From an optimization exercise on the open Yosys and OpenROAD flow, aimed at small area, a short achievable clock period and few clock cycles per item; shortcuts taken in it are not production practice. RTL that was checked went through simulation tests only; none was proved equivalent to the original. Function not checked in run 1: the RTL went through the layout flow alone.

==> flow/design.v (outline; a module is shown in full before it is edited, if it fits) <==
// module csim_front: 107 lines
// module csim_mul: 1127 lines
// module csim_queue: 23 lines
// module csim_back: 117 lines
// module cosine_similarity_stream_core: 66 lines
module cosine_similarity_stream_core (
  input  logic                                clk,
  input  logic                                rst_n,
  input  logic                                in_push,
  output logic                                in_full,
  input  logic signed [csim_pkg::ELEM_W-1:0]  in_a_value,
  input  logic signed [csim_pkg::ELEM_W-1:0]  in_b_value,
  input  logic                                in_is_last,
  input  logic                                out_pop,
  output logic                                out_empty,
  output logic signed [csim_pkg::SIM_W-1:0]   out_similarity,
  output logic                                out_status
);
  // ...
==> flow/flow/run.sh <==
#!/bin/bash
# Own flow: the standard layout (standard.sh, unchanged synthesis, same SDC and
# clock period), with repair_timing asked to keep a larger setup margin so that the
# layout is optimised for a shorter achieved period. make's full output goes to
# flow_make.log here; ORFS also keeps each step's log under orfs/logs/.
set -euo pipefail
bash standard.sh SETUP_SLACK_MARGIN=11 finish > flow_make.log 2>&1
==> flow/standard.sh <==
#!/bin/bash
# synth_recipe.tcl (not shown) runs the flow's synth.tcl, then flattens the netlist and writes it again
# the make line also repeats each setting of config.mk as NAME=value (left out here)
make -C /OpenROAD-flow-scripts/flow DESIGN_CONFIG=/design/flow/config.mk WORK_HOME=/design/flow/orfs CLKGATE_MAP_FILE= SYNTH_SCRIPT=/design/flow/synth_recipe.tcl "${@:-finish}"
==> flow/config.mk <==
export PLATFORM = sky130hd
export DESIGN_NAME = cosine_similarity_stream_core
export DESIGN_NICKNAME = cosine_similarity_stream_core
export VERILOG_FILES = /design/flow/design.v
export SDC_FILE = /design/flow/constraint.sdc
export NUM_CORES = 4
export LEC_CHECK = 0
export CAP_MARGIN = 20
export CORE_MARGIN = 2
export CORE_UTILIZATION = 40
export SLEW_MARGIN = 20
==> flow/constraint.sdc <==
create_clock -name core_clock -period 16.0 [get_ports {clk}]
set_input_delay 3.2000 -clock core_clock [delete_from_list [all_inputs] [get_ports {clk}]]
set_output_delay 3.2000 -clock core_clock [all_outputs]
set_load 0.01 [all_outputs]
==> flow_metrics.py, run 1 <==
metrics = {
    "synth": {
        "synth-seq-cells": 816,
        "postSynthAreaPerCell_um2": 9.25,
        "yosysMostFrequentCell": "nor2_1",
        "yosysUniqueCellTypes": 82,
        "synth.area.mux_share": 0.0337,
    },
    "clocking": {
        "numCtsBuffers": 99,
        "cts_resized": 351,
        "worstSkewPairLatency_ps": 750,
        "htreeDepth": 3,
        "path_clk_slew_ps": 60,
    },
    "route": {
        "wl_met2_mm": 110,
        "first_iter_violations": 6030,
        "dr.pass1.iters": 6,
    },
    "min_path": {
        "min_path_cells": 2,
    },
    "final_layout": {
        "synthToLayoutAreaGrowth_pct": 17.6,
        "largest_reg_flops": 104,
        "largest_registers": "u_back.r_r x104, u_back.pa_r x102, u_back.p_r x87",
        "final_cell_mix": "nor2_1, nand2_1, inv_1",
        "final_core_util": 0.472,
    },
    "worst_setup_path": {
        "max_stage_delay_ps": 600,
        "r2r_start": "u_back.mul_ra$_SDFF_PN0_",
    },
    "die": {
        "dieArea_um2": 173000,
    },
    "global_route": {
        "first_global_vias": 55927,
        "grt_start_max_net_pins": 87,
        "grt_usage": 0.282,
    },
    "status": {
        "status": "finished clean",
    },
    "job": {
        "cap_violations": 0,
    },
    "place": {
        "port_buffers": 55,
    },
}
==> module csim_front, before the edit <==
module csim_front (
  input  logic               clk,
  input  logic               rst_n,
  input  logic               rst_d,
  input  logic               in_push,
  input  logic signed [15:0] in_a_value,
  input  logic signed [15:0] in_b_value,
  input  logic               in_is_last,
  output logic               in_full,
  input  logic               s_full_nxt,
  input  logic               slot_avail,
  input  logic               eng_free_nxt,
  output logic               s_we,
  output logic [43:0]        s_dot,
  output logic [42:0]        s_na,
  output logic [42:0]        s_nb
);
  logic               accept, stall, en0;
  logic               v0_r, l0_r, v1_r, l1_r, full_r;
  logic               v0_nxt, v1_nxt, l1_nxt;
  logic signed [15:0] a0_r, b0_r;
  logic [44:0]        ab_s, ab_c, ab_s_r, ab_c_r;
  logic [44:0]        dx, ds, dc;
  logic [43:0]        ax, as_, ac, bx, bs, bc;
  logic [30:0]        aa_s, aa_c, bb_s, bb_c, aa_s_r, aa_c_r, bb_s_r, bb_c_r;
  logic signed [43:0] dot_r, dot_nxt;
  logic [42:0]        na_r, na_nxt, nb_r, nb_nxt;
  logic signed [44:0] dot_sum;
  logic [43:0]        na_sum, nb_sum;
  assign in_full = full_r;
  assign accept  = in_push & ~full_r;
  assign stall   = v1_r & l1_r & ~slot_avail;
  assign en0     = ~stall | ~v0_r;
  assign v0_nxt  = en0 ? accept : v0_r;
  assign v1_nxt  = stall ? v1_r : v0_r;
  assign l1_nxt  = stall ? l1_r : l0_r;
  always_ff @(posedge clk) begin
    if (!rst_d) begin
      v0_r <= 1'b0;
      v1_r <= 1'b0;
    end else begin
      v0_r <= v0_nxt;
      v1_r <= v1_nxt;
    end
    if (!rst_n) full_r <= 1'b1;
    else        full_r <= v0_nxt & v1_nxt & l1_nxt & s_full_nxt & ~eng_free_nxt;
    if (en0) begin
      l0_r <= in_is_last;
      a0_r <= in_a_value;
      b0_r <= in_b_value;
    end
    if (!stall) begin
      l1_r  <= l0_r;
      ab_s_r <= ab_s;
      ab_c_r <= ab_c;
      aa_s_r <= aa_s;
      aa_c_r <= aa_c;
      bb_s_r <= bb_s;
      bb_c_r <= bb_c;
    end
  end
  csim_mul u_mul (
    .a    (a0_r),
    .b    (b0_r),
    .aa_s (aa_s),
    .aa_c (aa_c),
    .bb_s (bb_s),
    .bb_c (bb_c),
    .ab_s (ab_s),
    .ab_c (ab_c)
  );
  always_comb begin
    dx = {dot_r[43], dot_r};
    ds = dx ^ ab_s_r ^ ab_c_r;
    dc = {(dx[43:0] & ab_s_r[43:0]) | (ab_c_r[43:0] & (dx[43:0] ^ ab_s_r[43:0])), 1'b0};
    dot_sum = ds + dc;
    ax  = {1'b0, na_r};
    as_ = ax ^ 44'(aa_s_r) ^ 44'(aa_c_r);
    ac  = {(ax[42:0] & 43'(aa_s_r)) | (43'(aa_c_r) & (ax[42:0] ^ 43'(aa_s_r))), 1'b0};
    na_sum = as_ + ac;
    bx = {1'b0, nb_r};
    bs = bx ^ 44'(bb_s_r) ^ 44'(bb_c_r);
    bc = {(bx[42:0] & 43'(bb_s_r)) | (43'(bb_c_r) & (bx[42:0] ^ 43'(bb_s_r))), 1'b0};
    nb_sum = bs + bc;
    if (dot_sum[44] != dot_sum[43])
      dot_nxt = dot_sum[44] ? {1'b1, 43'd0} : {1'b0, {43{1'b1}}};
    else
      dot_nxt = dot_sum[43:0];
    na_nxt = na_sum[43] ? {43{1'b1}} : na_sum[42:0];
    nb_nxt = nb_sum[43] ? {43{1'b1}} : nb_sum[42:0];
  end
  assign s_we  = v1_r & l1_r & slot_avail;
  assign s_dot = dot_nxt;
  assign s_na  = na_nxt;
  assign s_nb  = nb_nxt;
  always_ff @(posedge clk) begin
    if (!rst_d || s_we) begin
      dot_r <= '0;
      na_r  <= '0;
      nb_r  <= '0;
    end else if (v1_r && !l1_r) begin
      dot_r <= dot_nxt;
      na_r  <= na_nxt;
      nb_r  <= nb_nxt;
    end
  end
endmodule
==> module csim_back, before the edit <==
module csim_back (
  input  logic                                clk,
  input  logic                                rst_n,
  input  logic                                rst_d,
  input  logic                                s_full,
  input  logic [43:0]                         s_dot,
  input  logic [42:0]                         s_na,
  input  logic [42:0]                         s_nb,
  output logic                                s_take,
  output logic                                eng_free_nxt,
  input  logic                                out_pop,
  output logic                                out_empty,
  output logic signed [csim_pkg::SIM_W-1:0]   out_similarity,
  output logic                                out_status
);
  logic         mul_r, sqrt_r, fin_r;
  logic         mul_ra, mul_pa;           
  logic [4:0]   cnt_r;
  logic [103:0] r_r;
  logic [101:0] pa_r;
  logic [86:0]  p_r;
  logic [15:0]  m_r;
  logic         neg_r, stat_r, ovf_r;
  logic         oval_r, ostat_r;
  logic [15:0]  osim_r;
  logic         idle, cnt_z, wr_out, bit_y, ovf;
  logic [43:0]  mag, mul_mag;
  logic [42:0]  mul_na;
  logic [1:0]   dr, dp;
  logic [105:0] rx, ry, rz, rs, rc, rsum;
  logic [103:0] px, py, pz, ps, pc, psum;
  logic [15:0]  q;
  logic [15:0]  sim_val;
  assign idle    = ~mul_r & ~sqrt_r & ~fin_r;
  assign cnt_z   = (cnt_r == 5'd0);
  assign mul_mag = pa_r[86:43];
  assign mul_na  = pa_r[42:0];
  assign dr      = r_r[103:102];
  assign dp      = p_r[86:85];
  assign rx   = mul_ra ? {2'b00, r_r[101:0], 2'b00} : {r_r, 2'b01};
  assign ry   = mul_ra ? (dr[1] ? {61'd0, mul_mag, 1'b0} : 106'd0) : ~{2'b00, pa_r, 2'b00};
  assign rz   = mul_ra ? (dr[0] ? {62'd0, mul_mag} : 106'd0) : ~{19'd0, p_r};
  assign rs   = rx ^ ry ^ rz;
  assign rc   = {(rx[104:0] & ry[104:0]) | (rz[104:0] & (rx[104:0] ^ ry[104:0])), ~mul_ra};
  assign rsum = rs + rc;
  assign px   = mul_pa ? {17'd0, p_r[84:0], 2'b00} : {1'b0, pa_r, 1'b0};
  assign py   = mul_pa ? (dp[1] ? {60'd0, mul_na, 1'b0} : 104'd0) : {17'd0, p_r};
  assign pz   = mul_pa ? (dp[0] ? {61'd0, mul_na} : 104'd0) : 104'd0;
  assign ps   = px ^ py ^ pz;
  assign pc   = {(px[102:0] & py[102:0]) | (pz[102:0] & (px[102:0] ^ py[102:0])), 1'b0};
  assign psum = ps + pc;
  assign ovf   = ovf_r | (r_r[103:102] != 2'b00);
  assign bit_y = ovf | ~rsum[105];
  assign mag = s_dot[43] ? (44'd0 - s_dot) : s_dot;
  assign wr_out = fin_r & ~oval_r;
  assign s_take = s_full & (idle | wr_out);
  assign eng_free_nxt = ~s_take & (idle | (sqrt_r & cnt_z & (~oval_r | out_pop)));
  assign q = {1'b0, m_r[15:1]} + {15'd0, m_r[0]};
  always_comb begin
    if (stat_r)     sim_val = 16'd0;
    else if (neg_r) sim_val = 16'd0 - q;
    else            sim_val = q[15] ? 16'h7FFF : q;
  end
  always_ff @(posedge clk) begin
    if (!rst_n)       oval_r <= 1'b0;
    else if (wr_out)  oval_r <= 1'b1;
    else if (out_pop) oval_r <= 1'b0;
    if (!rst_d) begin
      mul_r  <= 1'b0;
      mul_ra <= 1'b0;
      mul_pa <= 1'b0;
      sqrt_r <= 1'b0;
      fin_r  <= 1'b0;
    end else begin
      mul_r  <= s_take | (mul_r & ~cnt_z);
      mul_ra <= s_take | (mul_ra & ~cnt_z);
      mul_pa <= s_take | (mul_pa & ~cnt_z);
      sqrt_r <= (mul_r & cnt_z) | (sqrt_r & ~cnt_z);
      fin_r  <= (sqrt_r & cnt_z) | (fin_r & ~wr_out);
    end
  end
  always_ff @(posedge clk) begin
    if (s_take) begin
      r_r  <= {mag, 60'd0};
      pa_r <= {15'd0, mag, s_na};
      p_r  <= {1'b0, s_nb, 43'd0};
    end else if (mul_r) begin
      r_r  <= rsum[103:0];
      p_r  <= psum[86:0];
      pa_r <= cnt_z ? 102'd0 : pa_r;
    end else begin
      r_r  <= bit_y ? rsum[103:0] : {r_r[101:0], 2'b00};
      pa_r <= bit_y ? psum[101:0] : {pa_r[100:0], 1'b0};
    end
  end
  always_ff @(posedge clk) begin
    if (s_take) begin
      neg_r  <= s_dot[43];
      stat_r <= (s_na == 43'd0) | (s_nb == 43'd0);
      cnt_r  <= 5'd21;
    end else if (mul_r) begin
      cnt_r <= cnt_z ? 5'd15 : cnt_r - 5'd1;
      ovf_r <= 1'b0;
    end else if (sqrt_r) begin
      m_r   <= {m_r[14:0], bit_y};
      ovf_r <= ovf;
      cnt_r <= cnt_r - 5'd1;
    end
    if (wr_out) begin
      osim_r  <= sim_val;
      ostat_r <= stat_r;
    end
  end
  assign out_empty      = ~oval_r;
  assign out_similarity = osim_r;
  assign out_status     = ostat_r;
endmodule
==> module cosine_similarity_stream_core, before the edit <==
module cosine_similarity_stream_core (
  input  logic                                clk,
  input  logic                                rst_n,
  input  logic                                in_push,
  output logic                                in_full,
  input  logic signed [csim_pkg::ELEM_W-1:0]  in_a_value,
  input  logic signed [csim_pkg::ELEM_W-1:0]  in_b_value,
  input  logic                                in_is_last,
  input  logic                                out_pop,
  output logic                                out_empty,
  output logic signed [csim_pkg::SIM_W-1:0]   out_similarity,
  output logic                                out_status
);
  logic        s_we, s_full, s_take, s_full_nxt, slot_avail, eng_free_nxt;
  logic        rst_d;
  always_ff @(posedge clk) rst_d <= rst_n;
  logic [43:0] s_dot_w, s_dot;
  logic [42:0] s_na_w, s_na, s_nb_w, s_nb;
  csim_front u_front (
    .clk          (clk),
    .rst_n        (rst_n),
    .rst_d        (rst_d),
    .in_push      (in_push),
    .in_a_value   (in_a_value),
    .in_b_value   (in_b_value),
    .in_is_last   (in_is_last),
    .in_full      (in_full),
    .s_full_nxt   (s_full_nxt),
    .slot_avail   (slot_avail),
    .eng_free_nxt (eng_free_nxt),
    .s_we         (s_we),
    .s_dot        (s_dot_w),
    .s_na         (s_na_w),
    .s_nb         (s_nb_w)
  );
  assign slot_avail = ~s_full | s_take;
  assign s_full_nxt = s_we | (s_full & ~s_take);
  csim_queue u_queue (
    .clk    (clk),
    .rst_d  (rst_d),
    .we     (s_we),
    .w_dot  (s_dot_w),
    .w_na   (s_na_w),
    .w_nb   (s_nb_w),
    .take   (s_take),
    .full   (s_full),
    .r_dot  (s_dot),
    .r_na   (s_na),
    .r_nb   (s_nb)
  );
  csim_back u_back (
    .clk            (clk),
    .rst_n          (rst_n),
    .rst_d          (rst_d),
    .s_full         (s_full),
    .s_dot          (s_dot),
    .s_na           (s_na),
    .s_nb           (s_nb),
    .s_take         (s_take),
    .eng_free_nxt   (eng_free_nxt),
    .out_pop        (out_pop),
    .out_empty      (out_empty),
    .out_similarity (out_similarity),
    .out_status     (out_status)
  );
endmodule
==> run 2, diff against run 1 <==
--- a/flow/design.v
+++ b/flow/design.v
@@ -17,15 +17,16 @@
   output logic               in_full,
   input  logic               s_full_nxt,
   input  logic               slot_avail,
-  input  logic               eng_free_nxt,
+  input  logic               eng_soon_nxt,
   output logic               s_we,
   output logic [43:0]        s_dot,
   output logic [42:0]        s_na,
   output logic [42:0]        s_nb
 );
-  logic               accept, stall, en0;
-  logic               v0_r, l0_r, v1_r, l1_r, full_r;
-  logic               v0_nxt, v1_nxt, l1_nxt;
+  logic               accept, acc_last;
+  logic               v0_r, l0_r, v1_r, l1_r, h_r, full_r;
+  logic               h_nxt, last1_nxt, safe_nxt;
+  logic [1:0]         n_nxt;
   logic signed [15:0] a0_r, b0_r;
   logic [44:0]        ab_s, ab_c, ab_s_r, ab_c_r;
   logic [44:0]        dx, ds, dc;
@@ -35,37 +36,38 @@
   logic [42:0]        na_r, na_nxt, nb_r, nb_nxt;
   logic signed [44:0] dot_sum;
   logic [43:0]        na_sum, nb_sum;
-  assign in_full = full_r;
-  assign accept  = in_push & ~full_r;
-  assign stall   = v1_r & l1_r & ~slot_avail;
-  assign en0     = ~stall | ~v0_r;
-  assign v0_nxt  = en0 ? accept : v0_r;
-  assign v1_nxt  = stall ? v1_r : v0_r;
-  assign l1_nxt  = stall ? l1_r : l0_r;
+  assign in_full  = full_r;
+  assign accept   = in_push & ~full_r;
+  assign acc_last = accept & in_is_last;
+  assign s_we      = slot_avail & (h_r | (v1_r & l1_r));
+  assign h_nxt     = ~s_we & (h_r | (v1_r & l1_r));
+  assign last1_nxt = v0_r & l0_r;
+  assign n_nxt    = 2'(h_nxt) + 2'(last1_nxt) + 2'(acc_last);
+  assign safe_nxt = (n_nxt == 2'd0) |
+                    ((n_nxt == 2'd1) & ~s_full_nxt) |
+                    (((n_nxt == 2'd1) & s_full_nxt | (n_nxt == 2'd2) & ~s_full_nxt) & eng_soon_nxt);
   always_ff @(posedge clk) begin
     if (!rst_d) begin
       v0_r <= 1'b0;
       v1_r <= 1'b0;
+      h_r  <= 1'b0;
     end else begin
-      v0_r <= v0_nxt;
-      v1_r <= v1_nxt;
+      v0_r <= accept;
+      v1_r <= v0_r;
+      h_r  <= h_nxt;
     end
     if (!rst_n) full_r <= 1'b1;
-    else        full_r <= v0_nxt & v1_nxt & l1_nxt & s_full_nxt & ~eng_free_nxt;
-    if (en0) begin
-      l0_r <= in_is_last;
-      a0_r <= in_a_value;
-      b0_r <= in_b_value;
-    end
-    if (!stall) begin
-      l1_r  <= l0_r;
-      ab_s_r <= ab_s;
-      ab_c_r <= ab_c;
-      aa_s_r <= aa_s;
-      aa_c_r <= aa_c;
-      bb_s_r <= bb_s;
-      bb_c_r <= bb_c;
-    end
+    else        full_r <= ~safe_nxt;
+    l0_r   <= in_is_last;
+    a0_r   <= accept ? in_a_value : 16'sd0;
+    b0_r   <= accept ? in_b_value : 16'sd0;
+    l1_r   <= l0_r;
+    ab_s_r <= ab_s;
+    ab_c_r <= ab_c;
+    aa_s_r <= aa_s;
+    aa_c_r <= aa_c;
+    bb_s_r <= bb_s;
+    bb_c_r <= bb_c;
   end
   csim_mul u_mul (
     .a    (a0_r),
@@ -97,7 +99,6 @@
     na_nxt = na_sum[43] ? {43{1'b1}} : na_sum[42:0];
     nb_nxt = nb_sum[43] ? {43{1'b1}} : nb_sum[42:0];
   end
-  assign s_we  = v1_r & l1_r & slot_avail;
   assign s_dot = dot_nxt;
   assign s_na  = na_nxt;
   assign s_nb  = nb_nxt;
@@ -106,7 +107,7 @@
       dot_r <= '0;
       na_r  <= '0;
       nb_r  <= '0;
-    end else if (v1_r && !l1_r) begin
+    end else begin
       dot_r <= dot_nxt;
       na_r  <= na_nxt;
       nb_r  <= nb_nxt;
@@ -1275,7 +1276,7 @@
   input  logic [42:0]                         s_na,
   input  logic [42:0]                         s_nb,
   output logic                                s_take,
-  output logic                                eng_free_nxt,
+  output logic                                eng_soon_nxt,
   input  logic                                out_pop,
   output logic                                out_empty,
   output logic signed [csim_pkg::SIM_W-1:0]   out_similarity,
@@ -1292,6 +1293,9 @@
   logic         oval_r, ostat_r;
   logic [15:0]  osim_r;
   logic         idle, cnt_z, wr_out, bit_y, ovf;
+  logic         mul_nxt, sqrt_nxt, fin_nxt, idle_nxt, oval_nxt, cnt_z_nxt;
+  logic [4:0]   cnt_nxt;
+  logic         skip;
   logic [43:0]  mag, mul_mag;
   logic [42:0]  mul_na;
   logic [1:0]   dr, dp;
@@ -1320,19 +1324,26 @@
   assign ovf   = ovf_r | (r_r[103:102] != 2'b00);
   assign bit_y = ovf | ~rsum[105];
   assign mag = s_dot[43] ? (44'd0 - s_dot) : s_dot;
+  assign skip = (mag[43:36] == 8'd0) & (s_nb[42:36] == 7'd0);
   assign wr_out = fin_r & ~oval_r;
   assign s_take = s_full & (idle | wr_out);
-  assign eng_free_nxt = ~s_take & (idle | (sqrt_r & cnt_z & (~oval_r | out_pop)));
+  assign eng_soon_nxt = idle_nxt | ((fin_nxt | (sqrt_nxt & cnt_z_nxt)) & ~oval_nxt);
   assign q = {1'b0, m_r[15:1]} + {15'd0, m_r[0]};
   always_comb begin
     if (stat_r)     sim_val = 16'd0;
     else if (neg_r) sim_val = 16'd0 - q;
     else            sim_val = q[15] ? 16'h7FFF : q;
   end
+  assign mul_nxt   = s_take | (mul_r & ~cnt_z);
+  assign sqrt_nxt  = (mul_r & cnt_z) | (sqrt_r & ~cnt_z);
+  assign fin_nxt   = (sqrt_r & cnt_z) | (fin_r & ~wr_out);
+  assign idle_nxt  = ~mul_nxt & ~sqrt_nxt & ~fin_nxt;
+  assign oval_nxt  = wr_out | (oval_r & ~out_pop);
+  assign cnt_nxt   = s_take ? (skip ? 5'd17 : 5'd21) : (mul_r & cnt_z) ? 5'd15 : (mul_r | sqrt_r) ? cnt_r - 5'd1 : cnt_r;
+  assign cnt_z_nxt = (cnt_nxt == 5'd0);
   always_ff @(posedge clk) begin
-    if (!rst_n)       oval_r <= 1'b0;
-    else if (wr_out)  oval_r <= 1'b1;
-    else if (out_pop) oval_r <= 1'b0;
+    if (!rst_n) oval_r <= 1'b0;
+    else        oval_r <= oval_nxt;
     if (!rst_d) begin
       mul_r  <= 1'b0;
       mul_ra <= 1'b0;
@@ -1340,18 +1351,18 @@
       sqrt_r <= 1'b0;
       fin_r  <= 1'b0;
     end else begin
-      mul_r  <= s_take | (mul_r & ~cnt_z);
+      mul_r  <= mul_nxt;
       mul_ra <= s_take | (mul_ra & ~cnt_z);
       mul_pa <= s_take | (mul_pa & ~cnt_z);
-      sqrt_r <= (mul_r & cnt_z) | (sqrt_r & ~cnt_z);
-      fin_r  <= (sqrt_r & cnt_z) | (fin_r & ~wr_out);
+      sqrt_r <= sqrt_nxt;
+      fin_r  <= fin_nxt;
     end
   end
   always_ff @(posedge clk) begin
     if (s_take) begin
-      r_r  <= {mag, 60'd0};
+      r_r  <= skip ? {mag[35:0], 68'd0} : {mag, 60'd0};
       pa_r <= {15'd0, mag, s_na};
-      p_r  <= {1'b0, s_nb, 43'd0};
+      p_r  <= skip ? {s_nb[35:0], 51'd0} : {1'b0, s_nb, 43'd0};
     end else if (mul_r) begin
       r_r  <= rsum[103:0];
       p_r  <= psum[86:0];
@@ -1365,15 +1376,13 @@
     if (s_take) begin
       neg_r  <= s_dot[43];
       stat_r <= (s_na == 43'd0) | (s_nb == 43'd0);
-      cnt_r  <= 5'd21;
     end else if (mul_r) begin
-      cnt_r <= cnt_z ? 5'd15 : cnt_r - 5'd1;
       ovf_r <= 1'b0;
     end else if (sqrt_r) begin
       m_r   <= {m_r[14:0], bit_y};
       ovf_r <= ovf;
-      cnt_r <= cnt_r - 5'd1;
     end
+    cnt_r <= cnt_nxt;
     if (wr_out) begin
       osim_r  <= sim_val;
       ostat_r <= stat_r;
@@ -1397,7 +1406,7 @@
   output logic signed [csim_pkg::SIM_W-1:0]   out_similarity,
   output logic                                out_status
 );
-  logic        s_we, s_full, s_take, s_full_nxt, slot_avail, eng_free_nxt;
+  logic        s_we, s_full, s_take, s_full_nxt, slot_avail, eng_soon_nxt;
   logic        rst_d;
   always_ff @(posedge clk) rst_d <= rst_n;
   logic [43:0] s_dot_w, s_dot;
@@ -1413,7 +1422,7 @@
     .in_full      (in_full),
     .s_full_nxt   (s_full_nxt),
     .slot_avail   (slot_avail),
-    .eng_free_nxt (eng_free_nxt),
+    .eng_soon_nxt (eng_soon_nxt),
     .s_we         (s_we),
     .s_dot        (s_dot_w),
     .s_na         (s_na_w),
@@ -1443,7 +1452,7 @@
     .s_na           (s_na),
     .s_nb           (s_nb),
     .s_take         (s_take),
-    .eng_free_nxt   (eng_free_nxt),
+    .eng_soon_nxt   (eng_soon_nxt),
     .out_pop        (out_pop),
     .out_empty      (out_empty),
     .out_similarity (out_similarity),
--- a/flow/flow/run.sh
+++ b/flow/flow/run.sh
@@ -4,4 +4,4 @@
 # layout is optimised for a shorter achieved period. make's full output goes to
 # flow_make.log here; ORFS also keeps each step's log under orfs/logs/.
 set -euo pipefail
-bash standard.sh SETUP_SLACK_MARGIN=11 finish > flow_make.log 2>&1
+bash standard.sh SETUP_SLACK_MARGIN=11.5 finish > flow_make.log 2>&1
--- a/flow/config.mk
+++ b/flow/config.mk
@@ -7,5 +7,8 @@
 export LEC_CHECK = 0
 export CAP_MARGIN = 20
 export CORE_MARGIN = 2
-export CORE_UTILIZATION = 40
+export CORE_UTILIZATION = 60
+export CTS_BUF_LIST = sky130_fd_sc_hd__clkbuf_8
+export CTS_CLUSTER_SIZE = 20
 export SLEW_MARGIN = 20
+export TNS_END_PERCENT = 10
==> run 2 against run 1 <==
  * Still clean on timing, DRC and antenna
  * Die area decreased by 35%
  * Synthesized cell count about the same
  * Sequential share of layout area decreased by 1.1 points
  * Cell count decreased by 6.3%
  * Final area decreased by 3.6%
  * Global-route usage increased by 11 points
  * Utilization increased by 23 points
  * Sequential cell count increased by 1
  * First-iteration DRC count increased by 13%
  * Routed wire length decreased by 9.7%
  * Highest routed layer unchanged
==> flow_metrics.py, run 2 <==
metrics = {
    "status": {
        "status": "finished clean",
    },
    "global_route": {
        "grt_usage": 0.393,
        "first_global_vias": 55937,
        "antenna_found_initial": 12,
        "grt-ovfl-total": 0,
        "grt_pass1_wl_mm": 340,
        "grt_start_max_net_pins": 84,
    },
    "clocking": {
        "cts_tree": "done",
        "clock_path_buffers": 3,
        "htreeDepth": 4,
        "clkSinkCount": 817,
        "worstSkewPairLatency_ps": 890,
        "clockRootBuffer": "clkbuf_8",
        "path_clk_slew_ps": 70,
        "numCtsBuffers": 150,
    },
    "synth": {
        "synth_area_um2": 66400,
        "postSynthCellCount": 7352,
        "synth_ff_type": "dfxtp_1",
        "yosysSeqAreaShare": 0.298,
        "synth.area.top_cells": "edfxtp_1, dfxtp_1, fa_1",
        "yosysMostFrequentCell": "nand2_1",
        "yosysTopAreaCell": "edfxtp_1",
        "synthArstFlopShare": 0,
        "postSynthAreaPerCell_um2": 9.03,
        "synth_top_area_frac": 0.154,
        "yosysUniqueCellTypes": 96,
        "synth_nets": 8323,
        "synth_commonest_cells": "nand2_1, nor2_1, a21oi_1, inv_1, dfxtp_1",
        "synth-edff-count": 340,
        "yosys_warnings": 4,
        "synth-seq-cells": 817,
    },
    "timing": {
        "post-route-min-period_ps": 5120,
        "fin_skew_ps": 40.2,
        "finalHoldViolations": 0,
        "finalWorstSetupSlack_ps": 10880,
        "fin_tns_setup_ps": 0,
        "setup_viol": 0,
        "fmax_mhz": 195,
        "maxSlewViolCount": 0,
        "max-slew-margin-rel": 0.294,
        "rsz0062_at_grt": "yes",
        "tightest_slew_ps": 1050,
        "fin_crit_sh": 0.320,
    },
    "worst_setup_path": {
        "r2r_start": "u_back.mul_r$_SDFF_PN0_",
        "crit_family": "simple AND/OR/NAND/NOR gates",
        "cp_common_cell": "buf_4",
        "cp.required_ps": 16500,
        "crit_buf_inv": 3,
        "max_stage_delay_ps": 960,
        "arrival_ps": 5620,
        "ff2ff_setup_slack_ps": 10880,
        "cp-startpoint": "u_back.mul_r$_SDFF_PN0_",
        "endpoint_kind": "register",
        "crit_fanout": 43,
        "cp-start-kind": "register",
        "criticalPathCategory": "register to register",
        "path_cells": "buf_4 -> o31ai_1 -> nand2_4 -> inv_6 -> nor2_4 -> buf_4 -> and2_1",
        "slowest_stage": "dfxtp_1",
    },
    "final_layout": {
        "largest_reg_flops": 104,
        "drive_gt1_frac": 0.145,
        "nets": 8413,
        "largest_registers": "u_back.r_r x104, u_back.pa_r x102, u_back.p_r x87",
        "largest_register": "u_back.r_r",
        "final_cell_mix": "nand2_1, nor2_1, inv_1",
        "layout_commonest_cell": "nand2_1",
        "synthToLayoutAreaGrowth_pct": 15.9,
    },
    "min_path": {
        "hold_path.class": "register to register",
        "hold_path.startpoint": "u_front.l0_r$_DFF_P_",
    },
    "route": {
        "wl_per_cell_um": 25.5,
        "drtAntennaViolNets": 0,
        "drt_wl_total_mm": 232,
        "first_iter_violations": 6830,
        "drc": 0,
        "via_count": 58516,
        "via_per_inst": 6.45,
        "dr.pass1.iters": 6,
    },
    "die": {
        "chipHeight_um": 337,
        "io_pins": 56,
        "dieArea_um2": 113000,
        "initial_core_util": 0.602,
        "core-area_um2": 110000,
        "rows": 122,
        "die_w_um": 337,
    },
    "place": {
        "post-place-ws_ps": 7650,
        "port_buffers": 55,
        "dp_hpwl_mm": 159,
        "gp_congestion": 1.02,
    },
    "job": {
        "cap_violations": 0,
    },
}
-- run 2: changes by cell type after synthesis, moves of 24 or more --
cell / previous run / this run
a21oi_1: 483 / 575
maj3_1: 31 / 7
nor2b_1: 106 / 81
mux2i_1: 152 / 80
nor3_1: 97 / 71
nand2_1: 697 / 658
edfxtp_1: 506 / 340
dfxtp_1: 310 / 477
and2_1: 27 / 127
nor2_1: 730 / 630
inv_1: 529 / 553
-- run 2: final timing paths --
kind	end	cells past startpoint
min	u_front.l1_r$_DFF_P_	0
max	u_back.m_r[14]$_DFFE_PP_	7
min reg2reg	u_front.l1_r$_DFF_P_	0
max reg2reg	u_back.m_r[14]$_DFFE_PP_	7
-- run 2: stage by stage --
| step | util | area [µm²] | instances | hold slack (ps) |
|---|---|---|---|---|
| after floorplan | - | 66400 | 7352 | 323 |
| after global placement | 0.614 | 67700 | 8531 | 327 |
| after detailed placement | 0.614 | 67700 | 8531 | 338 |
| after CTS | 0.680 | 74900 | 8964 | 352 |
| after global routing | 0.698 | 76900 | 9058 | 365 |
| final | 0.698 | 77000 | 9068 | 351 |
-- run 2: per-layer routing --
metal | global-route usage | routed length (µm) | vias to the layer above
li1 | - | - | 25927
met1 | 0.534 | 90900 | 28175
met2 | 0.580 | 97500 | 3538
met3 | 0.0858 | 26100 | 874
met4 | 0.230 | 17200 | 2
met5 | 0 | 10 | -
-- run 2: final cells by class --
| type | instances | area, µm² |
|---|---|---|
| Tap cell | 1488 | 1860 |
| Multi-Input combinational cell | 5553 | 45500 |
| Clock inverter | 100 | 746 |
| Fill cell | 8569 | 33200 |
| Clock buffer | 177 | 2440 |
| Antenna cell | 13 | 32.5 |
| Sequential cell | 817 | 19800 |
| Timing Repair inverter | 1 | 20.0 |
| Timing Repair Buffer | 362 | 4460 |
| Inverter | 557 | 2120 |
-- run 2: kinds of logic (layout without fill, tap and decap cells) --
logic type      count (synthesis)  in the layout  synth area share
xor+xnor                      458            458            0.0604
fa+ha+maj                     941            941             0.231
other cells                     0             13                 0
mux                           146            146            0.0233
compound gates               1935           1937             0.186
buf+inv                       985           1197            0.0568
simple gates                 2070           2071             0.145
flops                         817            817             0.298
-- run 2: repair_timing --
| action | CTS | global route |
|---|---|---|
| hold buffers | 0 | 0 |
| pin swaps | 132 | 109 |
| endpoints found under the hold margin | 0 | 0 |
| setup buffers | 121 | 71 |
| gates resized for setup | 490 | 247 |
| setup endpoints to repair | 563 | 624 |
| cloned | 35 | 20 |
Testbench counts of run 2, summed over its fixed seeds: cycles 20,537, vectors 384.
==> run 3, diff against run 2 <==
--- a/flow/design.v
+++ b/flow/design.v
@@ -1283,14 +1283,16 @@
   output logic                                out_status
 );
   logic         mul_r, sqrt_r, fin_r;
-  logic         mul_ra, mul_pa;           
+  logic         mul_rx, mul_ry, mul_rz;   
+  logic         mul_px, mul_py, mul_pz;
+  logic [1:0]   dr_r, dp_r;               
   logic [4:0]   cnt_r;
   logic [103:0] r_r;
   logic [101:0] pa_r;
   logic [86:0]  p_r;
   logic [15:0]  m_r;
   logic         neg_r, stat_r, ovf_r;
-  logic         oval_r, ostat_r;
+  logic         oval_r, oempty_r, ostat_r;
   logic [15:0]  osim_r;
   logic         idle, cnt_z, wr_out, bit_y, ovf;
   logic         mul_nxt, sqrt_nxt, fin_nxt, idle_nxt, oval_nxt, cnt_z_nxt;
@@ -1307,17 +1309,17 @@
   assign cnt_z   = (cnt_r == 5'd0);
   assign mul_mag = pa_r[86:43];
   assign mul_na  = pa_r[42:0];
-  assign dr      = r_r[103:102];
-  assign dp      = p_r[86:85];
-  assign rx   = mul_ra ? {2'b00, r_r[101:0], 2'b00} : {r_r, 2'b01};
-  assign ry   = mul_ra ? (dr[1] ? {61'd0, mul_mag, 1'b0} : 106'd0) : ~{2'b00, pa_r, 2'b00};
-  assign rz   = mul_ra ? (dr[0] ? {62'd0, mul_mag} : 106'd0) : ~{19'd0, p_r};
+  assign dr      = dr_r;
+  assign dp      = dp_r;
+  assign rx   = mul_rx ? {2'b00, r_r[101:0], 2'b00} : {r_r, 2'b01};
+  assign ry   = mul_ry ? (dr[1] ? {61'd0, mul_mag, 1'b0} : 106'd0) : ~{2'b00, pa_r, 2'b00};
+  assign rz   = mul_rz ? (dr[0] ? {62'd0, mul_mag} : 106'd0) : ~{19'd0, p_r};
   assign rs   = rx ^ ry ^ rz;
-  assign rc   = {(rx[104:0] & ry[104:0]) | (rz[104:0] & (rx[104:0] ^ ry[104:0])), ~mul_ra};
+  assign rc   = {(rx[104:0] & ry[104:0]) | (rz[104:0] & (rx[104:0] ^ ry[104:0])), ~mul_rz};
   assign rsum = rs + rc;
-  assign px   = mul_pa ? {17'd0, p_r[84:0], 2'b00} : {1'b0, pa_r, 1'b0};
-  assign py   = mul_pa ? (dp[1] ? {60'd0, mul_na, 1'b0} : 104'd0) : {17'd0, p_r};
-  assign pz   = mul_pa ? (dp[0] ? {61'd0, mul_na} : 104'd0) : 104'd0;
+  assign px   = mul_px ? {17'd0, p_r[84:0], 2'b00} : {1'b0, pa_r, 1'b0};
+  assign py   = mul_py ? (dp[1] ? {60'd0, mul_na, 1'b0} : 104'd0) : {17'd0, p_r};
+  assign pz   = mul_pz ? (dp[0] ? {61'd0, mul_na} : 104'd0) : 104'd0;
   assign ps   = px ^ py ^ pz;
   assign pc   = {(px[102:0] & py[102:0]) | (pz[102:0] & (px[102:0] ^ py[102:0])), 1'b0};
   assign psum = ps + pc;
@@ -1342,18 +1344,31 @@
   assign cnt_nxt   = s_take ? (skip ? 5'd17 : 5'd21) : (mul_r & cnt_z) ? 5'd15 : (mul_r | sqrt_r) ? cnt_r - 5'd1 : cnt_r;
   assign cnt_z_nxt = (cnt_nxt == 5'd0);
   always_ff @(posedge clk) begin
-    if (!rst_n) oval_r <= 1'b0;
-    else        oval_r <= oval_nxt;
+    if (!rst_n) begin
+      oval_r   <= 1'b0;
+      oempty_r <= 1'b1;
+    end else begin
+      oval_r   <= oval_nxt;
+      oempty_r <= ~oval_nxt;
+    end
     if (!rst_d) begin
       mul_r  <= 1'b0;
-      mul_ra <= 1'b0;
-      mul_pa <= 1'b0;
+      mul_rx <= 1'b0;
+      mul_ry <= 1'b0;
+      mul_rz <= 1'b0;
+      mul_px <= 1'b0;
+      mul_py <= 1'b0;
+      mul_pz <= 1'b0;
       sqrt_r <= 1'b0;
       fin_r  <= 1'b0;
     end else begin
       mul_r  <= mul_nxt;
-      mul_ra <= s_take | (mul_ra & ~cnt_z);
-      mul_pa <= s_take | (mul_pa & ~cnt_z);
+      mul_rx <= s_take | (mul_rx & ~cnt_z);
+      mul_ry <= s_take | (mul_ry & ~cnt_z);
+      mul_rz <= s_take | (mul_rz & ~cnt_z);
+      mul_px <= s_take | (mul_px & ~cnt_z);
+      mul_py <= s_take | (mul_py & ~cnt_z);
+      mul_pz <= s_take | (mul_pz & ~cnt_z);
       sqrt_r <= sqrt_nxt;
       fin_r  <= fin_nxt;
     end
@@ -1363,9 +1378,13 @@
       r_r  <= skip ? {mag[35:0], 68'd0} : {mag, 60'd0};
       pa_r <= {15'd0, mag, s_na};
       p_r  <= skip ? {s_nb[35:0], 51'd0} : {1'b0, s_nb, 43'd0};
+      dr_r <= skip ? mag[35:34] : mag[43:42];
+      dp_r <= skip ? s_nb[35:34] : {1'b0, s_nb[42]};
     end else if (mul_r) begin
       r_r  <= rsum[103:0];
       p_r  <= psum[86:0];
+      dr_r <= r_r[101:100];
+      dp_r <= p_r[84:83];
       pa_r <= cnt_z ? 102'd0 : pa_r;
     end else begin
       r_r  <= bit_y ? rsum[103:0] : {r_r[101:0], 2'b00};
@@ -1388,7 +1407,7 @@
       ostat_r <= stat_r;
     end
   end
-  assign out_empty      = ~oval_r;
+  assign out_empty      = oempty_r;
   assign out_similarity = osim_r;
   assign out_status     = ostat_r;
 endmodule
==> run 3 against run 2 <==
  * Still clean on timing, DRC and antenna
  * Count of clock-buffer cells in the layout is 2 lower
  * Non-clock buffer count is 16 lower
  * Setup slack better by 170 ps
==> flow_metrics.py, run 3 <==
metrics = {
    "status": {
        "status": "finished clean",
    },
    "die": {
        "die_w_um": 339,
        "core-area_um2": 112000,
        "chipHeight_um": 339,
        "dieArea_um2": 115000,
        "io_pins": 56,
        "initial_core_util": 0.602,
        "rows": 123,
    },
    "timing": {
        "fin_skew_ps": 46.3,
        "maxSlewViolCount": 0,
        "max-slew-margin-rel": 0.267,
        "rsz0062_at_grt": "yes",
        "post-route-min-period_ps": 4950,
        "timing.hold.ws_ps": 351,
        "fmax_mhz": 202,
        "fin_tns_setup_ps": 0,
        "setup_viol": 0,
        "fin_crit_sh": 0.310,
        "finalHoldViolations": 0,
        "tightest_slew_ps": 1090,
    },
    "synth": {
        "synth_area_um2": 67500,
        "synthArstFlopShare": 0,
        "synth_ff_type": "dfxtp_1",
        "synth_commonest_cells": "nor2_1, nand2_1, inv_1, a21oi_1, dfxtp_1",
        "synth-edff-count": 344,
        "synth_top_area_frac": 0.153,
        "yosys_warnings": 4,
        "yosysMostFrequentCell": "nor2_1",
        "synth.area.top_cells": "edfxtp_1, dfxtp_1, fa_1",
        "synth_nets": 8497,
        "postSynthAreaPerCell_um2": 8.97,
        "postSynthCellCount": 7522,
        "synth-seq-cells": 826,
        "yosysSeqAreaShare": 0.296,
        "yosysTopAreaCell": "edfxtp_1",
        "yosysUniqueCellTypes": 87,
    },
    "route": {
        "drtAntennaViolNets": 0,
        "via_count": 59383,
        "dr.pass1.iters": 8,
        "via_per_inst": 6.44,
        "first_iter_violations": 7244,
        "drt_wl_total_mm": 235,
        "wl_per_cell_um": 25.4,
        "drc": 0,
    },
    "worst_setup_path": {
        "crit_fanout": 34,
        "arrival_ps": 5680,
        "ff2ff_setup_slack_ps": 11050,
        "crit_family": "simple AND/OR/NAND/NOR gates",
        "slowest_stage": "fa_1",
        "worstRegToRegCells": 18,
        "crit_buf_inv": 5,
        "path_cells": "buf_12 -> buf_16 -> nor2_1 -> fa_1 -> ha_1 -> nand2_1 -> nor2_1 -> nand2_1 -> nor2_2 -> and3_1 -> o2111ai_4 -> a211o_4 -> buf_6 -> a21oi_4 -> buf_12 -> nor2_4 -> buf_6 -> a221o_1",
        "max_stage_delay_ps": 490,
        "cp-startpoint": "u_back.mul_rz$_SDFF_PN0_",
        "endpoint_kind": "register",
        "cp.required_ps": 16730,
        "criticalPathCategory": "register to register",
        "cp-start-kind": "register",
        "r2r_start": "u_back.mul_rz$_SDFF_PN0_",
        "r2r-end": "u_back.r_r[71]$_DFF_P_",
    },
    "place": {
        "port_buffers": 55,
        "dp_hpwl_mm": 166,
        "dpl_cell_area_um2": 69000,
        "placedCellCount": 8717,
        "gp_congestion": 1.04,
    },
    "final_layout": {
        "largest_register": "u_back.r_r",
        "fin_cells": 9228,
        "n_fill_cell": 8842,
        "synthToLayoutAreaGrowth_pct": 15.2,
        "drive_gt1_frac": 0.145,
        "final_cell_mix": "nor2_1, nand2_1, inv_1",
        "stdcell_area_um2": 77700,
        "largest_registers": "u_back.r_r x104, u_back.pa_r x102, u_back.p_r x87",
        "nets": 8576,
        "layout_commonest_cell": "nor2_1",
        "largest_reg_flops": 104,
    },
    "min_path": {
        "hold_path.class": "register to register",
        "min_path_cells": 0,
        "hold_path.startpoint": "u_front.l0_r$_DFF_P_",
        "min_to": "u_front.l1_r$_DFF_P_",
    },
    "clocking": {
        "cts_tree": "done",
        "cts_hold_buf": 0,
        "htreeDepth": 4,
        "worstSkewPairLatency_ps": 890,
        "clockRootBuffer": "clkbuf_8",
        "clkSinkCount": 826,
        "numCtsBuffers": 152,
        "path_clk_slew_ps": 60,
        "clock_path_buffers": 3,
    },
    "global_route": {
        "first_global_vias": 57620,
        "grt_start_max_net_pins": 93,
        "antenna_found_initial": 11,
        "grt_usage": 0.396,
        "grt_pass1_wl_mm": 351,
        "grt-ovfl-total": 0,
    },
    "job": {
        "cap_violations": 0,
    },
}
run 3: cell types whose count changed after synthesis, moves of 27 or more:
| cell | delta |
|---|---|
| mux2i_1 | +57 |
| a31oi_1 | +33 |
| o21ai_0 | -27 |
| nor2_1 | +41 |
| nand3_1 | +59 |
| a22o_1 | -58 |
run 3: layer usage:
metal	up-vias	GRT usage	share of wire	routed length, µm
li1	26379	-	-	-
met1	28670	0.536	0.39	92200
met2	3565	0.586	0.42	99300
met3	761	0.0906	0.12	27400
met4	8	0.222	0.066	15600
met5	-	0	0.00029	68
run 3: worst max-delay path by stage:
stage / depth (start not counted) / slack, ps / end
after global placement: 19 / 8820 / u_back.pa_r[6]$_DFFE_PP_
after global routing: 22 / 10990 / u_back.r_r[71]$_DFF_P_
after CTS: 16 / 11300 / u_back.r_r[75]$_DFF_P_
after detailed placement: 18 / 8580 / u_back.pa_r[11]$_DFFE_PP_
final: 18 / 11050 / u_back.r_r[71]$_DFF_P_
after floorplan: 16 / 11310 / u_back.pa_r[90]$_SDFFE_PP0P_
run 3: final cells by class:
cell class	count	area [µm²]	area share
inverters	581	2220	0.0286
clock inverters	105	741	0.00953
repair inverters	4	56.3	0.000724
multi-input cells	5690	46500	0.598
well taps	1500	1880	0.0241
repair buffers	346	3910	0.0503
flip-flops and latches	826	20000	0.257
diodes	1	2.50	0.0000322
clock buffers	175	2410	0.0310
run 3: logic make-up (layout without fill, tap and decap cells):
kind of cell               Yosys count  in the layout  synth area share
and+or+nand+nor                   2220           2223             0.154
adders and majority gates          963            963             0.231
buffers and inverters             1010           1211            0.0566
DFF                                826            826             0.296
AOI/OAI and AO/OA                 1820           1821             0.169
muxes                              209            209            0.0323
xor gates and xnor gates           474            474            0.0615
other                                0              1                 0
run 3: per-stage QoR:
| step | utilization | setup WS [ps] |
|---|---|---|
| final | 0.694 | 11050 |
| after global routing | 0.694 | 10990 |
| after CTS | 0.679 | 11300 |
| after detailed placement | 0.616 | 8580 |
| after global placement | 0.616 | 8820 |
| after floorplan | - | 11310 |
run 3: repair_timing:
action	4_1_cts	5_1_grt
endpoints found under the hold margin	0	0
buffers inserted	133	60
cloned	29	8
pin swaps	107	93
endpoints found under the setup margin	633	613
resized for setup	557	237
run 3: worst reg2reg max path: cells and delay by family, from the launching register on:
kind                       cells  cell delay [ps]
DFF                            1              390
and+or+nand+nor                7             1460
buffers and inverters          5              850
AOI/OAI and AO/OA              4             1200
adders and majority gates      2              910
Testbench counts of run 3, summed over its fixed seeds: cycles 20,537, vectors 384.
==> run 4, diff against run 3 <==
--- a/flow/config.mk
+++ b/flow/config.mk
@@ -7,7 +7,7 @@
 export LEC_CHECK = 0
 export CAP_MARGIN = 20
 export CORE_MARGIN = 2
-export CORE_UTILIZATION = 60
+export CORE_UTILIZATION = 50
 export CTS_BUF_LIST = sky130_fd_sc_hd__clkbuf_8
 export CTS_CLUSTER_SIZE = 20
 export SLEW_MARGIN = 20
==> run 4 against run 3 <==
  * Critical path depth is 3 higher
  * Cell count is 2.9% higher
  * Fmax is 1.1% lower
  * Highest routed layer unchanged
==> flow_metrics.py, run 4 <==
metrics = {
    "global_route": {
        "grt_use_met3": 0.0703,
        "grt.busiest_layer": "met2",
        "grt_pass1_wl_mm": 359,
        "grt_start_max_net_pins": 89,
        "grt_usage": 0.345,
        "grt-ovfl-total": 0,
        "use_met1": 0.474,
        "met2_usage": 0.507,
        "first_global_vias": 56030,
        "antenna_found_initial": 10,
    },
    "die": {
        "io_pins": 56,
        "core-area_um2": 134000,
        "chipHeight_um": 371,
        "die_w_um": 371,
        "dieArea_um2": 138000,
        "initial_core_util": 0.505,
        "rows": 134,
    },
    "place": {
        "gp_congestion": 1.00,
        "port_buffers": 55,
        "placedCellCount": 8986,
        "dp_hpwl_mm": 173,
    },
    "clocking": {
        "numCtsBuffers": 156,
        "htreeDepth": 4,
        "clockRootBuffer": "clkbuf_8",
        "path_clk_slew_ps": 60,
        "clkSinkCount": 826,
        "cts_hold_buf": 0,
        "clock_path_buffers": 3,
        "worstSkewPairLatency_ps": 960,
        "cts_tree": "done",
    },
    "synth": {
        "yosysSeqAreaShare": 0.296,
        "synth_ff_type": "dfxtp_1",
        "synth_commonest_cells": "nor2_1, nand2_1, inv_1, a21oi_1, dfxtp_1",
        "yosysUniqueCellTypes": 87,
        "synth_area_um2": 67500,
        "synth-seq-cells": 826,
        "synth.area.top_cells": "edfxtp_1, dfxtp_1, fa_1",
        "synth_nets": 8497,
        "synth-edff-count": 344,
        "yosysTopAreaCell": "edfxtp_1",
        "yosysMostFrequentCell": "nor2_1",
        "postSynthCellCount": 7522,
        "yosys_warnings": 4,
        "synthArstFlopShare": 0,
        "postSynthAreaPerCell_um2": 8.97,
        "synth_top_area_frac": 0.153,
    },
    "final_layout": {
        "final_core_util": 0.580,
        "largest_register": "u_back.r_r",
        "layout_commonest_cell": "nor2_1",
        "final_cell_mix": "nor2_1, nand2_1, inv_1",
        "largest_reg_flops": 104,
        "fin_cells": 9495,
        "largest_registers": "u_back.r_r x104, u_back.pa_r x102, u_back.p_r x87",
        "synthToLayoutAreaGrowth_pct": 14.8,
        "nets": 8566,
        "drive_gt1_frac": 0.135,
    },
    "worst_setup_path": {
        "slowest_stage": "fa_1",
        "endpoint_kind": "register",
        "crit_fanout": 15,
        "criticalPathCategory": "register to register",
        "cp-start-kind": "register",
        "path_cells": "buf_12 -> clkbuf_16 -> or2_2 -> fa_1 -> inv_1 -> ha_2 -> and3_2 -> nand2_1 -> nor2_1 -> a221oi_1 -> o211ai_1 -> buf_4 -> o2111ai_4 -> nand4_1 -> buf_4 -> a21oi_4 -> buf_6 -> buf_12 -> clkbuf_16 -> nand2_4 -> a21oi_2",
        "max_stage_delay_ps": 480,
        "arrival_ps": 5850,
        "cp.required_ps": 16850,
    },
    "timing": {
        "max-slew-margin-rel": 0.0883,
        "timing.hold.ws_ps": 358,
        "fin_crit_sh": 0.313,
        "tightest_slew_ps": 1330,
        "finalHoldViolations": 0,
        "fin_tns_setup_ps": 0,
        "setup_viol": 0,
        "post-route-min-period_ps": 5010,
        "rsz0062_at_grt": "yes",
        "maxSlewViolCount": 0,
        "fin_skew_ps": 59.0,
        "fmax_mhz": 200,
    },
    "route": {
        "via_per_inst": 6.11,
        "via_count": 58042,
        "drc": 0,
        "dr.pass1.iters": 8,
        "drt_wl_total_mm": 241,
        "wl_per_cell_um": 25.4,
        "drtAntennaViolNets": 0,
        "first_iter_violations": 6773,
    },
    "min_path": {
        "hold_path.class": "register to register",
    },
    "job": {
        "cap_violations": 0,
    },
    "status": {
        "status": "finished clean",
    },
}
-- run 4: cell counts after synthesis --
No cell type changed its count.
-- run 4: cell type report --
class | count | area, µm²
antenna | 6 | 15.0
clock buffer | 189 | 2600
clock inverter | 99 | 747
fill | 11820 | 56100
inverter | 581 | 2220
multi-input combinational | 5688 | 45800
sequential | 826 | 20000
tap | 1768 | 2210
timing repair buffer | 337 | 3910
timing repair inverter | 1 | 11.3
-- run 4: timing repair --
action                     4_1_cts  5_1_grt
pin swaps                       74       55
setup endpoints to repair      538      502
hold endpoints to repair         0        0
setup buffers                  155       27
resized for setup              468      135
gates cloned                    28        5
-- run 4: logic make-up (layout without fill, tap and decap cells) --
family / after synthesis / after routing / share of synthesized area
other: 0 / 6 / 0
adder cells (fa/ha/maj): 963 / 963 / 0.231
multiplexers: 209 / 209 / 0.0323
AND/OR/NAND/NOR: 2220 / 2222 / 0.154
buffers and inverters: 1010 / 1207 / 0.0566
XOR/XNOR: 474 / 474 / 0.0615
AO/OA/AOI/OAI: 1820 / 1820 / 0.169
flip-flops: 826 / 826 / 0.296
-- run 4: path summary, 6_finish.rpt --
kind	cells past startpoint	start	to	slack, ps
worst min-delay path	0	u_front.l0_r$_DFF_P_	u_front.l1_r$_DFF_P_	360
worst max-delay path	21	u_back.mul_ry$_SDFF_PN0_	u_back.r_r[27]$_SDFF_PP0_	10990
worst min register to register	0	u_front.l0_r$_DFF_P_	u_front.l1_r$_DFF_P_	360
worst max register to register	21	u_back.mul_ry$_SDFF_PN0_	u_back.r_r[27]$_SDFF_PP0_	10990
-- run 4: per-stage QoR --
stage | setup slack (ps) | cell area (µm²)
after global routing | 10920 | 77500
after global placement | 8470 | 69300
final | 10990 | 77500
after floorplan | 11310 | 67600
after detailed placement | 8260 | 69300
after CTS | 11250 | 76600
-- run 4: worst max-delay path, delay by kind of cell (launching register included) --
kind / cells / cell delay (ps)
simple gates: 6 / 1140
compound gates: 5 / 1080
buf+inv: 8 / 1410
fa+ha+maj: 2 / 810
flops: 1 / 410
-- run 4: per-layer routing --
metal	share of wire	up-vias	routed length (µm)
met5	0.000070	-	17
met4	0.065	2	15700
met3	0.095	621	23000
met2	0.42	2958	102000
met1	0.42	28079	100000
li1	-	26382	-
==> run 5, diff against run 4 <==
--- a/flow/config.mk
+++ b/flow/config.mk
@@ -7,8 +7,8 @@
 export LEC_CHECK = 0
 export CAP_MARGIN = 20
 export CORE_MARGIN = 2
-export CORE_UTILIZATION = 50
+export CORE_UTILIZATION = 60
 export CTS_BUF_LIST = sky130_fd_sc_hd__clkbuf_8
-export CTS_CLUSTER_SIZE = 20
+export CTS_CLUSTER_SIZE = 30
 export SLEW_MARGIN = 20
 export TNS_END_PERCENT = 10
==> run 5 against run 4 <==
  * Still clean on timing, DRC and antenna
  * Setup slack improved by 80 ps
  * Worst hold slack worse by 7.4 ps
  * Clock skew decreased by 3.3 ps
  * Register-to-register slack improved by 80 ps
  * Die area decreased by 16%
  * Fmax rose by 1.6%
  * Cell count is 2.0% lower
  * Sequential cell count unchanged
  * Critical endpoint is now u_back.r_r[2]$_SDFF_PP0_
==> flow_metrics.py, run 5 <==
metrics = {
    "clocking": {
        "clock_path_buffers": 3,
        "numCtsBuffers": 153,
        "clockRootBuffer": "clkbuf_8",
        "path_clk_slew_ps": 60,
        "cts_tree": "done",
        "clkSinkCount": 826,
        "htreeDepth": 4,
        "worstSkewPairLatency_ps": 910,
        "cts_hold_buf": 0,
    },
    "min_path": {
        "min_path_cells": 0,
        "hold_path.class": "register to register",
    },
    "synth": {
        "postSynthCellCount": 7522,
        "synth_nets": 8497,
        "synth_area_um2": 67500,
        "synthArstFlopShare": 0,
        "synth-seq-cells": 826,
        "yosys_warnings": 4,
        "synth_top_area_frac": 0.153,
        "yosysMostFrequentCell": "nor2_1",
        "postSynthAreaPerCell_um2": 8.97,
        "synth.area.top_cells": "edfxtp_1, dfxtp_1, fa_1",
        "synth-edff-count": 344,
        "synth_ff_type": "dfxtp_1",
        "yosysTopAreaCell": "edfxtp_1",
        "yosysSeqAreaShare": 0.296,
        "yosysUniqueCellTypes": 87,
        "synth_commonest_cells": "nor2_1, nand2_1, inv_1, a21oi_1, dfxtp_1",
    },
    "route": {
        "drtAntennaViolNets": 0,
        "drc": 0,
        "dr.pass1.iters": 7,
        "via_per_inst": 6.49,
        "via_count": 60374,
        "wl_per_cell_um": 25.8,
        "drt_wl_total_mm": 240,
        "first_iter_violations": 7700,
    },
    "timing": {
        "fin_tns_setup_ps": 0,
        "fmax_mhz": 203,
        "finalHoldViolations": 0,
        "post-route-min-period_ps": 4930,
        "maxSlewViolCount": 0,
        "tightest_slew_ps": 1100,
        "fin_skew_ps": 55.6,
        "rsz0062_at_grt": "yes",
        "max-slew-margin-rel": 0.262,
        "setup_viol": 0,
        "fin_crit_sh": 0.308,
    },
    "place": {
        "port_buffers": 55,
        "gp_congestion": 1.04,
        "placedCellCount": 8717,
        "dp_hpwl_mm": 166,
    },
    "worst_setup_path": {
        "worstRegToRegCells": 22,
        "endpoint_kind": "register",
        "path_cells": "buf_12 -> buf_12 -> buf_16 -> or2_4 -> fa_1 -> inv_1 -> ha_2 -> a21oi_4 -> o21ai_1 -> a221o_1 -> a21o_1 -> a21o_1 -> a21o_1 -> o2111ai_4 -> nand4_1 -> buf_4 -> a21oi_4 -> buf_6 -> buf_12 -> clkbuf_16 -> nand2_1 -> a21oi_1",
        "arrival_ps": 5760,
        "crit_fanout": 9,
        "slowest_stage": "fa_1",
        "cp-start-kind": "register",
        "cp.required_ps": 16830,
        "criticalPathCategory": "register to register",
        "max_stage_delay_ps": 480,
    },
    "final_layout": {
        "largest_reg_flops": 104,
        "nets": 8648,
        "drive_gt1_frac": 0.160,
        "layout_commonest_cell": "nor2_1",
        "final_core_util": 0.706,
        "final_cell_mix": "nor2_1, nand2_1, inv_1",
        "fin_cells": 9306,
        "synthToLayoutAreaGrowth_pct": 17.3,
        "largest_register": "u_back.r_r",
        "largest_registers": "u_back.r_r x104, u_back.pa_r x102, u_back.p_r x87",
    },
    "die": {
        "rows": 123,
        "core-area_um2": 112000,
        "dieArea_um2": 115000,
        "die_w_um": 339,
        "initial_core_util": 0.602,
        "chipHeight_um": 339,
        "io_pins": 56,
    },
    "global_route": {
        "grt-ovfl-total": 0,
        "first_global_vias": 58312,
        "grt_start_max_net_pins": 93,
        "grt_pass1_wl_mm": 355,
        "grt_usage": 0.400,
        "antenna_found_initial": 9,
    },
    "job": {
        "cap_violations": 0,
    },
    "status": {
        "status": "finished clean",
    },
}
-- run 5: kinds of logic (layout without fill, tap and decap cells) --
group | Yosys count | count (layout) | share of synthesized area
xor gates and xnor gates | 474 | 474 | 0.0615
and+or+nand+nor | 2220 | 2223 | 0.154
other | 0 | 5 | 0
adders and majority gates | 963 | 963 | 0.231
DFF | 826 | 826 | 0.296
muxes | 209 | 209 | 0.0323
AOI/OAI and AO/OA | 1820 | 1821 | 0.169
buffers and inverters | 1010 | 1285 | 0.0566
-- run 5: critical path, delay by kind of cell, from the launching register on --
family,cells,cell delay [ps]
adders and majority gates,2,680
AOI/OAI and AO/OA,9,1790
DFF,1,390
and+or+nand+nor,3,630
buffers and inverters,8,1320
-- run 5: layer usage --
metal,part of all wire,GRT usage,up-vias,routed length (µm)
met4,0.073,0.235,6,17400
met1,0.39,0.536,29143,93000
met3,0.12,0.0987,856,28700
met2,0.42,0.590,3815,101000
met5,0.00019,0,-,45
li1,-,-,26554,-
-- run 5: path summary, 6_finish.rpt --
check / startpoint / to / slack [ps]
worst max register to register: u_back.mul_ry$_SDFF_PN0_ / u_back.r_r[2]$_SDFF_PP0_ / 11070
worst min register to register: u_front.l0_r$_DFF_P_ / u_front.l1_r$_DFF_P_ / 350
worst min-delay path: u_front.l0_r$_DFF_P_ / u_front.l1_r$_DFF_P_ / 350
worst max-delay path: u_back.mul_ry$_SDFF_PN0_ / u_back.r_r[2]$_SDFF_PP0_ / 11070
-- run 5: what timing repair did --
action / CTS / global route
resized for setup: 559 / 328
cloned: 36 / 12
endpoints found under the setup margin: 639 / 619
setup buffers: 189 / 64
pin swaps: 92 / 127
-- run 5: final cells by class --
type	instances	area, µm²
Multi-Input combinational cell	5690	47000
Fill cell	8675	32900
Sequential cell	826	20000
Timing Repair Buffer	418	4840
Clock buffer	178	2450
Inverter	581	2230
Tap cell	1500	1880
Clock inverter	105	642
Timing Repair inverter	3	48.8
Antenna cell	5	12.5
-- run 5: through the flow --
step                      setup WS (ps)  hold WS (ps)  area (µm²)
after floorplan                   11310           323       67600
after global placement             8820           325       69000
after detailed placement           8580           340       69000
after CTS                         11180           353       77000
after global routing              11020           362       79100
final                             11070           351       79100
==> run 6, diff against run 5 <==
--- a/flow/design.v
+++ b/flow/design.v
@@ -1327,7 +1327,7 @@
   assign bit_y = ovf | ~rsum[105];
   assign mag = s_dot[43] ? (44'd0 - s_dot) : s_dot;
   assign skip = (mag[43:36] == 8'd0) & (s_nb[42:36] == 7'd0);
-  assign wr_out = fin_r & ~oval_r;
+  assign wr_out = fin_r & ~oval_r & rst_d;
   assign s_take = s_full & (idle | wr_out);
   assign eng_soon_nxt = idle_nxt | ((fin_nxt | (sqrt_nxt & cnt_z_nxt)) & ~oval_nxt);
   assign q = {1'b0, m_r[15:1]} + {15'd0, m_r[0]};
--- a/flow/config.mk
+++ b/flow/config.mk
@@ -9,6 +9,6 @@
 export CORE_MARGIN = 2
 export CORE_UTILIZATION = 60
 export CTS_BUF_LIST = sky130_fd_sc_hd__clkbuf_8
-export CTS_CLUSTER_SIZE = 30
+export CTS_CLUSTER_SIZE = 20
 export SLEW_MARGIN = 20
 export TNS_END_PERCENT = 10
==> run 6 against run 5 <==
  * Synthesized cell count fell by 1.0%
  * Routed wire length fell by 0.24%
  * Critical endpoint is now u_back.pa_r[79]$_DFFE_PP_
==> flow_metrics.py, run 6 <==
metrics = {
    "place": {
        "gp_congestion": 1.05,
        "port_buffers": 55,
        "dp_hpwl_mm": 169,
    },
    "global_route": {
        "first_global_vias": 56854,
        "grt_start_max_net_pins": 96,
        "grt_pass1_wl_mm": 349,
        "grt-ovfl-total": 0,
    },
    "final_layout": {
        "final-seq-area_um2": 20000,
        "n_fill_cell": 8478,
        "final_core_util": 0.708,
        "final_cell_mix": "nor2_1, a21oi_1, inv_1",
        "multiInputGateArea_um2": 45600,
    },
    "timing": {
        "maxSlewViolCount": 0,
        "fin_tns_setup_ps": 0,
        "finalWorstSetupSlack_ps": 10520,
        "max-slew-margin-rel": 0.211,
        "fin_skew_ps": 54.4,
        "fmax_mhz": 183,
        "rsz0062_at_grt": "yes",
        "tightest_slew_ps": 1170,
        "timing.hold.ws_ps": 347,
    },
    "die": {
        "die_w_um": 337,
        "core-area_um2": 110000,
        "io_pins": 56,
    },
    "clocking": {
        "clock_path_buffers": 3,
        "worstSkewPairLatency_ps": 940,
        "htreeDepth": 4,
        "path_clk_slew_ps": 70,
        "numCtsBuffers": 150,
    },
    "status": {
        "status": "finished clean",
    },
    "synth": {
        "synth_area_um2": 66600,
        "yosys_warnings": 4,
        "synth_ff_type": "dfxtp_1",
        "synth_nets": 8419,
        "synth_commonest_cells": "nor2_1, a21oi_1, inv_1, nand2_1, dfxtp_1",
        "yosysUniqueCellTypes": 84,
        "synth-edff-count": 344,
    },
    "route": {
        "drtAntennaViolNets": 0,
        "via_count": 59084,
        "wl_per_cell_um": 26.0,
    },
    "worst_setup_path": {
        "cp.required_ps": 16640,
        "crit_family": "compound AO/OA/AOI/OAI gates",
        "slowest_stage": "edfxtp_1",
        "path_cells": "and2_4 -> buf_12 -> a21oi_2 -> fa_1 -> inv_2 -> ha_4 -> fa_2 -> a211oi_4 -> o211a_4 -> nor3_4 -> o311a_4 -> o211ai_1 -> nand2_2 -> o21ai_2 -> buf_6 -> o31a_1 -> o32a_1 -> nor2_1 -> or3_4 -> xnor2_4 -> o21ai_0",
        "arrival_ps": 6120,
        "cp-start-kind": "register",
    },
    "job": {
        "cap_violations": 0,
    },
    "min_path": {
        "hold_path.class": "register to register",
    },
}
-- run 6: cell count changes in the layout (fill, tap and decap cells not counted), moves of 34 or more --
cell,before,now
a21oi_1,481,603
nand2_1,610,495
nor2_1,637,710
mux2i_1,132,72
and2_1,131,73
o21ai_0,303,354
nor2b_1,97,133
ha_1,352,386
-- run 6: cell families after synthesis --
group	after synthesis	share of synthesized area
flip-flops	826	0.300
buffers and inverters	1008	0.0573
adder cells (fa/ha/maj)	945	0.231
AND/OR/NAND/NOR	2112	0.149
AO/OA/AOI/OAI	1913	0.174
multiplexers	147	0.0234
XOR/XNOR	493	0.0648
-- run 6: final timing paths --
path	start	end	slack (ps)	cells after the start
worst max-delay path	u_back.dp_r[1]$_DFFE_PP_	u_back.pa_r[79]$_DFFE_PP_	10520	21
worst min-delay path	u_front.l0_r$_DFF_P_	u_front.l1_r$_DFF_P_	350	0
worst max register to register	u_back.dp_r[1]$_DFFE_PP_	u_back.pa_r[79]$_DFFE_PP_	10520	21
worst min register to register	u_front.l0_r$_DFF_P_	u_front.l1_r$_DFF_P_	350	0
-- run 6: area by class of cell --
type	instances	share of cell area
Multi-Input combinational cell	5613	0.584
Sequential cell	826	0.256
Timing Repair Buffer	421	0.0644
Clock buffer	179	0.0315
Inverter	582	0.0283
Tap cell	1488	0.0238
Clock inverter	101	0.0114
Antenna cell	9	0.000288
-- run 6: routing by layer --
metal  global-route usage  vias to the layer above  routed length (µm)
met5                    0                        -                  54
met4                0.259                        2               19200
met3               0.0993                      915               26500
met2                0.610                     3544              101000
met1                0.530                    28532               92300
li1                     -                    26091                   -
-- run 6: timing repair --
| action | in CTS | in global routing |
|---|---|---|
| hold buffers | 0 | 0 |
| gates resized for setup | 442 | 293 |
| pin swaps | 154 | 130 |
| gates cloned | 32 | 15 |
| buffers inserted | 191 | 68 |
| endpoints found under the setup margin | 618 | 628 |
-- run 6: through the flow --
stage / std cells
3_3_place_gp: 8624
2_1_floorplan: 7444
3_5_place_dp: 8624
4_1_cts: 9127
5_1_grt: 9213
6_report: 9219
Testbench counts of run 6, summed over its fixed seeds: cycles 20,537, vectors 384.

## what the ideal ports hide
The flow's constraints put no driver on any port. The routed layouts listed below were extracted and timed again, unchanged, in two steps. Step 1, drivers: a clkbuf_16 drives clk and a buf_2 each remaining input, both assumed. Step 2 moves the port delays by t, midway between the first and last clock arrival at a register: inputs arrive t later, outputs are due t later. That takes back most of the time a late clock gives input paths. Three values: no drivers, after step 1, after step 2; two values: the first two.
| run | shift t [ns] | setup slack, ns | hold WS [ns] |
|---|---|---|---|
| run 1 | 0.799 | 10.832 / 10.832 / 10.832 | 0.460 / 0.460 / 0.460 |
| run 2 | 0.937 | 10.877 / 10.877 / 10.346 | 0.351 / 0.351 / 0.351 |
| run 3 | 0.934 | 11.047 / 11.047 / 10.851 | 0.351 / 0.351 / 0.351 |
| run 4 | 0.994 | 10.992 / 10.992 / 10.876 | 0.358 / 0.358 / 0.358 |
| run 5 | 0.957 | 11.072 / 11.072 / 10.837 | 0.351 / 0.351 / 0.351 |
| run 6 | 0.993 | 10.523 / 10.523 / 10.523 | 0.347 / 0.347 / 0.347 |
After both steps setup and hold are still met in every run listed. The setup slack of run 2, which loses most, moves by 0.000 ns with the drivers and by -0.531 ns with both steps.
